Source: an optimization exercise on an open RTL-to-GDS flow (aim: small area and a short achievable clock period). Production flows keep margins and buffers that such runs may drop. Where RTL was checked, it was by simulation tests only, not by an equivalence proof against the original.

// fp_module
module fp_module (
    input  logic                     i_clk,
    input  logic                     i_rst,
    input  fp_format_pkg::fp_word_t  i_data_r1,
    input  fp_format_pkg::fp_word_t  i_data_r2,
    input  logic [5-1:0]      i_alu_ctrl,
    output fp_format_pkg::fp_word_t  o_data,
    output logic                     o_invalid
);
clock: 17.0 ns
lec_check: 0
abc_area: 1
cap_margin: 20
core_margin: 2
core_utilization: 40
setup_slack_margin: 4.5
slew_margin: 20
standard.sh (not shown) runs the stock make flow with config.mk's settings and CLKGATE_MAP_FILE= SYNTH_SCRIPT=/design/flow/synth_recipe.tcl, a recipe that flattens the netlist after the stock synthesis.
==> flow/flow/run.sh <==
#!/bin/bash
set -euo pipefail
export BUFFER_PORTS_ARGS="-buffer_cell sky130_fd_sc_hd__buf_1"
R=orfs/results/sky130hd/fp_module/base
bash standard.sh synth > standard_synth.log 2>&1
cp $R/1_2_yosys.v yosys_netlist_standard.v
python3 flow/fixpol.py yosys_netlist_standard.v $R/1_2_yosys.v > fixpol.log 2>&1
rm -f $R/1_synth.odb $R/1_synth.sdc
bash standard.sh finish > standard_flow.log 2>&1
Other scripts of this flow, unchanged in this note and not shown: flow/flow/fixpol.py
Then changed:
--- a/flow/design.v
+++ b/flow/design.v
@@ -9,16 +9,48 @@
 package fp_op_pkg;
     typedef enum logic [5-1:0] {
         FP_FSUB   = 5'b01010,
         FP_FMUL   = 5'b01011,
         FP_FCLASS = 5'b01111
     } fp_op_e;
     typedef logic [32-1:0] fp_class_t;
 endpackage
+module fp_add_sk #(
+    parameter int W = 48,
+    parameter int L = 6      
+) (
+    input  logic [W-1:0] i_a,
+    input  logic [W-1:0] i_b,
+    input  logic         i_cin,
+    output logic [W-1:0] o_sum
+);
+    logic [W-1:0] p;
+    logic [W-1:0] g [0:L];
+    logic [W-1:0] t [0:L];
+    assign p    = i_a ^ i_b;
+    assign g[0] = (i_a & i_b) | {{(W-1){1'b0}}, p[0] & i_cin};
+    assign t[0] = p;
+    genvar l, i;
+    generate
+        for (l = 0; l < L; l++) begin : g_lv
+            for (i = 0; i < W; i++) begin : g_bit
+                if (((i >> l) & 1) == 1) begin : g_merge
+                    localparam int J = ((i >> l) << l) - 1;
+                    assign g[l+1][i] = g[l][i] | (t[l][i] & g[l][J]);
+                    assign t[l+1][i] = t[l][i] & t[l][J];
+                end else begin : g_pass
+                    assign g[l+1][i] = g[l][i];
+                    assign t[l+1][i] = t[l][i];
+                end
+            end
+        end
+    endgenerate
+    assign o_sum = p ^ {g[L][W-2:0], i_cin};
+endmodule
 module fp_ones_below #(
     parameter int W = 24,
     parameter int L = 5      
 ) (
     input  logic [W-2:0] i_bits,
     output logic [W-1:0] o_ones
 );
     logic [W-1:0] lv [0:L];
@@ -105,17 +137,22 @@
         for (k = 0; k < 5; k++) begin : g_align
             localparam int S = 1 << (4 - k);
             assign sh[k+1] = exp_diff[4-k] ? (sh[k] >> S) : sh[k];
             assign st[k+1] = st[k] | (exp_diff[4-k] & (|sh[k][S-1:0]));
         end
     endgenerate
     assign far      = |exp_diff[7:5];
     assign small_al = far ? {26'd0, |sig_small} : {sh[5][26:1], sh[5][0] | st[5]};
-    assign mag = {1'b0, sig_big, 3'b000} + ({1'b0, small_al} ^ {28{eff_sub}}) + {27'd0, eff_sub};
+    fp_add_sk #(.W(28), .L(5)) u_add (
+        .i_a   ({1'b0, sig_big, 3'b000}),
+        .i_b   ({1'b0, small_al} ^ {28{eff_sub}}),
+        .i_cin (eff_sub),
+        .o_sum (mag)
+    );
     always_comb begin
         lz = 5'd27;
         for (int i = 0; i < 28; i++) begin
             if (mag[i]) lz = 5'(27 - i);
         end
     end
     assign norm = mag << lz;
     assign o_norm_zero = (mag == 28'd0);
@@ -2051,17 +2088,17 @@
     assign s939 = c766 ^ s849 ^ c848;
     assign c940 = (c766 & s849) | (c766 & c848) | (s849 & c848);
     assign s941 = 1'b1 ^ s851 ^ c850;
     assign c942 = (1'b1 & s851) | (1'b1 & c850) | (s851 & c850);
     assign s943 = pp323 ^ pp348 ^ c852;
     assign c944 = (pp323 & pp348) | (pp323 & c852) | (pp348 & c852);
     assign row_x = {s943, s941, s939, s937, s935, s933, s931, s929, s927, s925, s923, s921, s919, s917, s915, s913, s911, s909, s907, s905, s903, s901, s899, s897, s895, s893, s891, s889, s887, s885, s883, s881, s879, s877, s875, s873, s871, s869, s867, s865, s863, s861, s859, s857, s855, pp54, pp2, pp1};
     assign row_y = {c942, c940, c938, c936, c934, c932, c930, c928, c926, c924, c922, c920, c918, c916, c914, c912, c910, c908, c906, c904, c902, c900, c898, c896, c894, c892, c890, c888, c886, c884, c882, c880, c878, c876, c874, c872, c870, c868, c866, c864, c862, c860, c858, c856, c854, s853, 1'b0, pp27};
-    assign p = row_x + row_y;
+    fp_add_sk #(.W(48), .L(6)) u_cpa (.i_a(row_x), .i_b(row_y), .i_cin(1'b0), .o_sum(p));
 endmodule
 module fp_mul (
     input  logic [31:0] i_a,
     input  logic [31:0] i_b,
     output logic        o_norm_sign,
     output logic [9:0]  o_norm_exp,
     output logic [26:0] o_norm_sig,
     output logic        o_norm_zero
The new run completed without violations.
Final cell count came out lower by 0.64%.
Wire length came out lower by 1.6%.
Die area came out lower by 0.91%.
Area after synthesis came out lower by 0.92%.
Synthesized cell count came out lower by 1.7%.
Via count came out lower by 1.8%.
Only the layout flow was run in the second run of this note; the RTL was not checked for function there.

[re-timing with driven ports]
How much do the figures lean on ideal ports? The routed layouts below were timed once more, with nothing changed but the port constraints.
Step 1: set_driving_cell puts a clkbuf_16 on i_clk and a buf_2 on each other input, an assumption about the parent block.
Step 2 also shifts input and output timing later by t, the mid clock arrival at the registers, as if the neighbouring blocks saw the same clock.
Slacks: no drivers / after step 1 / after step 2; pairs: no drivers / after step 1.
run | t (ns) | setup WS [ns] | worst register clock-pin slew, ns
the first run | 0.310 | 5.065 / 5.039 / 4.729 | 0.06 / 0.06
the second run | 0.311 | 4.898 / 4.900 / 4.589 | 0.06 / 0.06
After both steps every run listed still meets setup and hold. The setup slack of the first run, which loses most, moves by -0.026 ns with the drivers and by -0.336 ns with both steps.
